Source: an optimization exercise on an open RTL-to-GDS flow (aim: small area, a short achievable clock period and few clock cycles per item). Production flows keep margins and buffers that such runs may drop. The RTL was checked by simulation tests, not by an equivalence proof against the original design. Power figures rest on the tool's default switching activity, not on a simulated workload.

==> flow/design.v <==
`default_nettype none
package hqc_pkg;
    localparam int N = 97;
    localparam int WEIGHT = 6;
    localparam int LOC_W = 7;
    localparam int IDX_W = 3;
    localparam int MSG_W = 8;
    localparam int REP = 12;
    localparam int WORD_W = 32;
    localparam int POLY_WORDS = 4;
    typedef logic [N-1:0] poly_t;
    typedef logic [LOC_W-1:0] loc_t;
    localparam logic [5:0] ADDR_CTRL = 6'd0;
    localparam logic [5:0] ADDR_H = 6'd1;
    localparam logic [5:0] ADDR_S = 6'd5;
    localparam logic [5:0] ADDR_R1 = 6'd9;
    localparam logic [5:0] ADDR_R2 = 6'd15;
    localparam logic [5:0] ADDR_E = 6'd21;
    localparam logic [5:0] ADDR_MSG = 6'd27;
    localparam logic [5:0] ADDR_U = 6'd28;
    localparam logic [5:0] ADDR_V = 6'd32;
    typedef enum logic {
        JOB_U,
        JOB_V
    } job_t;
    typedef enum logic [1:0] {
        SEQ_IDLE,
        SEQ_ISSUE_U,
        SEQ_ISSUE_V,
        SEQ_WAIT
    } seq_state_t;
endpackage
`default_nettype wire
`timescale 1ns/1ps
`default_nettype none
module hqc_encrypt (
    input  wire logic        clk,
    input  wire logic        rst,
    input  wire logic        wb_cyc,
    input  wire logic        wb_stb,
    input  wire logic        wb_we,
    input  wire logic [5:0]  wb_adr,
    input  wire logic [31:0] wb_dat_i,
    output logic [31:0]      wb_dat_o,
    output logic             wb_ack
);
    localparam int N = 97;
    logic [N-1:0] h_reg;
    logic [N-1:0] s_reg;
    logic [N-1:0] acc_p;
    logic [N-1:0] acc_q;
    logic [6:0]   r1_loc [6];
    logic [6:0]   r2_loc [6];
    logic [6:0]   e_loc [6];
    logic [7:0]   msg_reg;
    localparam int KA = 3;
    logic [3:0]   n;
    logic         started;
    logic         ph;
    logic [N-1:0] r_reg;
    logic [6-KA:0] amt_b;
    logic [6:0]   amt_a;
    logic [7:0]   loc_hi;
    logic [15:0]  loc_lo;
    logic access, wr, busy, go;
    logic [7:0]  dat_g;
    assign access = wb_cyc && wb_stb && !wb_ack;
    assign busy = (n != 4'd0);
    assign wr = access && wb_we && !busy;
    assign go = wr && (wb_adr == 6'd0) && wb_dat_i[0] && !rst;
    assign dat_g = wb_dat_i[7:0] & {8{!rst}};
    always_ff @(posedge clk) begin
        if (rst) wb_ack <= 1'b0;
        else wb_ack <= access;
    end
    logic [127:0] h_pad, s_pad, p_pad, q_pad;
    logic [3:0] h_ok, s_ok;
    logic [N-1:0] h_val, s_val;
    assign h_val = h_reg & {{1{h_ok[3]}}, {32{h_ok[2]}}, {32{h_ok[1]}}, {32{h_ok[0]}}};
    assign s_val = s_reg & {{1{s_ok[3]}}, {32{s_ok[2]}}, {32{s_ok[1]}}, {32{s_ok[0]}}};
    assign h_pad = {31'b0, h_val};
    assign s_pad = {31'b0, s_val};
    assign p_pad = {31'b0, acc_p};
    assign q_pad = {31'b0, acc_q};
    always_ff @(posedge clk) begin
        for (int k = 0; k < 3; k++) begin
            if (wr && wb_adr == 6'(1 + k)) h_reg[32*k +: 32] <= wb_dat_i;
            if (wr && wb_adr == 6'(5 + k)) s_reg[32*k +: 32] <= wb_dat_i;
        end
        if (wr && wb_adr == 6'd4) h_reg[96] <= wb_dat_i[0];
        if (wr && wb_adr == 6'd8) s_reg[96] <= wb_dat_i[0];
        for (int k = 0; k < 4; k++) begin
            if (rst) h_ok[k] <= 1'b0;
            else if (wr && wb_adr == 6'(1 + k)) h_ok[k] <= 1'b1;
            if (rst) s_ok[k] <= 1'b0;
            else if (wr && wb_adr == 6'(5 + k)) s_ok[k] <= 1'b1;
        end
        for (int j = 0; j < 6; j++) begin
            if (rst || (wr && wb_adr == 6'(9 + j)))  r1_loc[j] <= dat_g[6:0];
            if (rst || (wr && wb_adr == 6'(15 + j))) r2_loc[j] <= dat_g[6:0];
            if (rst || (wr && wb_adr == 6'(21 + j))) e_loc[j] <= dat_g[6:0];
        end
        if (rst || (wr && wb_adr == 6'd27)) msg_reg <= dat_g[7:0];
    end
    logic [31:0] rd_data;
    logic done_vis, busy_vis;
    assign done_vis = (n == 4'd0) ? started : (n >= 4'd10);
    assign busy_vis = busy && !(n >= 4'd10);
    logic [35:0] sel;
    always_comb begin
        for (int a = 0; a < 36; a++) sel[a] = (wb_adr == 6'(a));
    end
    always_comb begin
        rd_data = {30'b0, done_vis & sel[0], busy_vis & sel[0]};
        for (int k = 0; k < 4; k++) begin
            rd_data = rd_data | (h_pad[32*k +: 32] & {32{sel[1 + k]}});
            rd_data = rd_data | (s_pad[32*k +: 32] & {32{sel[5 + k]}});
            rd_data = rd_data | (p_pad[32*k +: 32] & {32{(sel[28 + k] && ph) || (sel[32 + k] && !ph)}});
            rd_data = rd_data | (q_pad[32*k +: 32] & {32{(sel[28 + k] && !ph) || (sel[32 + k] && ph)}});
        end
        for (int j = 0; j < 6; j++) begin
            rd_data[6:0] = rd_data[6:0] | (r1_loc[j] & {7{sel[9 + j]}});
            rd_data[6:0] = rd_data[6:0] | (r2_loc[j] & {7{sel[15 + j]}});
            rd_data[6:0] = rd_data[6:0] | (e_loc[j] & {7{sel[21 + j]}});
        end
        rd_data[7:0] = rd_data[7:0] | (msg_reg & {8{sel[27]}});
    end
    always_ff @(posedge clk) wb_dat_o <= rd_data;
    always_ff @(posedge clk) begin
        if (rst) begin
            n <= 4'd0;
            started <= 1'b0;
        end else if (go) begin
            n <= 4'd1;
            started <= 1'b1;
        end else if (busy) begin
            n <= (n == 4'd11) ? 4'd0 : n + 4'd1;
        end
    end
    logic [5:0] ja_oh, ja_busy, ja_nx;
    always_comb begin
        for (int j = 0; j < 6; j++) ja_busy[j] = ((n + 4'd2) >> 1) == 4'(j);
        ja_busy[0] = (n >= 4'd10);
        if (rst || !busy) ja_nx = 6'b000001;
        else ja_nx = ja_busy;
        if (go) ja_nx = 6'b000010;
    end
    always_ff @(posedge clk) ja_oh <= ja_nx;
    logic [6:0] amt_nx, amt_busy;
    always_comb begin
        amt_busy = '0;
        for (int j = 0; j < 6; j++) amt_busy = amt_busy | (r2_loc[j] & {7{ja_busy[j]}});
        if (rst) amt_nx = '0;
        else if (busy) amt_nx = amt_busy;
        else if (wr && wb_adr == 6'd15) amt_nx = dat_g[6:0];
        else amt_nx = r2_loc[0];
        if (go) amt_nx = r2_loc[1];
    end
    always_ff @(posedge clk) amt_a <= amt_nx;
    always_ff @(posedge clk) begin
        if (rst) ph <= 1'b0;
        else ph <= !ph;
    end
    logic [3:0] sel_h, sel_s;
    always_ff @(posedge clk) begin
        for (int k = 0; k < 4; k++) begin
            sel_h[k] <= !rst && !ph && (h_ok[k] || (wr && wb_adr == 6'(1 + k)));
            sel_s[k] <= !rst && ph && (s_ok[k] || (wr && wb_adr == 6'(5 + k)));
        end
    end
    logic [N-1:0] in_a;
    logic [N-1:0] rot_a;
    always_comb begin
        for (int i = 0; i < N; i++) in_a[i] = (h_reg[i] & sel_h[i / 32] & !rst) | (s_reg[i] & sel_s[i / 32] & !rst);
    end
    logic [N-1:0] sa [KA+1];
    assign sa[0] = in_a;
    genvar k, i;
    generate
        for (k = 0; k < KA; k++) begin : g_sa
            for (i = 0; i < N; i++) begin : g_bit
                assign sa[k+1][i] = amt_a[k] ? sa[k][(i + N - ((1 << k) % N)) % N] : sa[k][i];
            end
        end
    endgenerate
    assign rot_a = sa[KA];
    logic [6:0] loc_a;
    always_comb begin
        loc_a = '0;
        for (int j = 0; j < 6; j++) loc_a = loc_a | ((ph ? r1_loc[j] : e_loc[j]) & {7{ja_oh[j]}});
    end
    always_ff @(posedge clk) begin
        r_reg <= rot_a;
        amt_b <= amt_a[6:KA];
        for (int b = 0; b < 8; b++) loc_hi[b] <= (rst && b == 0) || (!rst && loc_a[6:4] == 3'(b));
        for (int b = 0; b < 16; b++) loc_lo[b] <= (rst && b == 0) || (!rst && loc_a[3:0] == 4'(b));
    end
    logic [N-1:0] flip;
    logic [N-1:0] rot_b;
    logic [N-1:0] term;
    always_comb begin
        for (int b = 0; b < N; b++) flip[b] = loc_hi[b / 16] && loc_lo[b % 16];
    end
    logic [N-1:0] sb [8-KA];
    assign sb[0] = r_reg;
    generate
        for (k = 0; k < 7 - KA; k++) begin : g_sb
            for (i = 0; i < N; i++) begin : g_bit
                assign sb[k+1][i] = amt_b[k] ? sb[k][(i + N - ((1 << (k + KA)) % N)) % N] : sb[k][i];
            end
        end
    endgenerate
    assign rot_b = sb[7-KA];
    assign term = rot_b ^ flip;
    logic clr, add;
    logic [N-1:0] codeword;
    assign clr = go || rst;
    assign add = (go || busy) && !rst;
    always_comb begin
        codeword = '0;
        for (int b = 0; b < 96; b++) codeword[b] = msg_reg[b / 12];
    end
    always_ff @(posedge clk) begin
        acc_p <= ((acc_q & {N{!clr}}) | (codeword & {N{go && ph}})) ^ (term & {N{add}});
        acc_q <= (acc_p & {N{!clr}}) | (codeword & {N{go && !ph}});
    end
endmodule
`default_nettype wire
export LEC_CHECK = 0
export CAP_MARGIN = 30
export CORE_MARGIN = 2
export CORE_UTILIZATION = 40
export CTS_CLUSTER_DIAMETER = 70
export CTS_CLUSTER_SIZE = 20
export SETUP_SLACK_MARGIN = 4.2
export SLEW_MARGIN = 40
create_clock -name core_clock -period 7.0 [get_ports {clk}]
standard.sh (not shown) runs the stock make flow with config.mk's settings and CLKGATE_MAP_FILE= SYNTH_SCRIPT=/design/flow/synth_recipe.tcl, a recipe that flattens the netlist after the stock synthesis.
==> flow/flow/run.sh <==
#!/bin/bash
# The standard layout (standard.sh: ORFS synthesis to finish), with one
# change: the port buffers that global placement inserts are buf_4 cells
# instead of the default delay buffer, which is slow on input and output paths.
set -uo pipefail
export BUFFER_PORTS_ARGS="-buffer_cell sky130_fd_sc_hd__buf_4"
bash standard.sh finish > flow_make.log 2>&1
Testbench counts at the start, summed over its fixed seeds: cycles 6,720, jobs 96.
Next try:
--- a/flow/design.v
+++ b/flow/design.v
@@ -60,8 +60,7 @@
     logic [N-1:0] r_reg;
     logic [6-KA:0] amt_b;
     logic [6:0]   amt_a;
-    logic [7:0]   loc_hi;
-    logic [15:0]  loc_lo;
+    logic [6:0]   loc_b;
     logic access, wr, busy, go;
     logic [7:0]  dat_g;
     assign access = wb_cyc && wb_stb && !wb_ack;
@@ -192,14 +191,13 @@
     always_ff @(posedge clk) begin
         r_reg <= rot_a;
         amt_b <= amt_a[6:KA];
-        for (int b = 0; b < 8; b++) loc_hi[b] <= (rst && b == 0) || (!rst && loc_a[6:4] == 3'(b));
-        for (int b = 0; b < 16; b++) loc_lo[b] <= (rst && b == 0) || (!rst && loc_a[3:0] == 4'(b));
+        loc_b <= rst ? 7'd0 : loc_a;
     end
     logic [N-1:0] flip;
     logic [N-1:0] rot_b;
     logic [N-1:0] term;
     always_comb begin
-        for (int b = 0; b < N; b++) flip[b] = loc_hi[b / 16] && loc_lo[b % 16];
+        for (int b = 0; b < N; b++) flip[b] = (loc_b == 7'(b));
     end
     logic [N-1:0] sb [8-KA];
     assign sb[0] = r_reg;
Outcome: Combinational power falls by 33%. Non-clock buffer count stays the same. Core utilization falls by 0.26 points. First-iteration DRC count rose by 0.50%. Setup slack improves by 15 ps. Clock skew decreases by 4.4 ps. Design area fell by about 0.55%. Final cell count hardly moves. Total power drops by about 8%. Wire length rose by 3.0%. Register-to-register slack improved by 80 ps. Sequential power drops by about 5%.
Testbench counts after the change, summed over its fixed seeds: cycles 6,720, jobs 96.

## re-timing with driven ports
How much do the figures lean on ideal ports? The routed layouts below were timed once more, with nothing changed but the port constraints.
Step 1 sets driving cells, clkbuf_16 on the clock port and buf_2 on the other inputs (assumed; they add their load-dependent delay and slew).
Step 2 moves the port delays by t, midway between the first and last clock arrival at a register: inputs arrive t later, outputs are due t later. That takes back most of the time a late clock gives input paths.
Slacks: ideal / step 1 / step 2; pairs: ideal / step 1.
| run | t (ns) | setup slack, ns | pins driven straight from the clock port |
|---|---|---|---|
| the first run | 0.707 | 4.096 / 4.071 / 3.364 | 1 |
| the second run | 0.710 | 4.111 / 4.118 / 3.408 | 1 |
After both steps setup and hold are still met in every run listed. The setup slack of the first run, which loses most, moves by -0.025 ns with the drivers and by -0.732 ns with both steps.
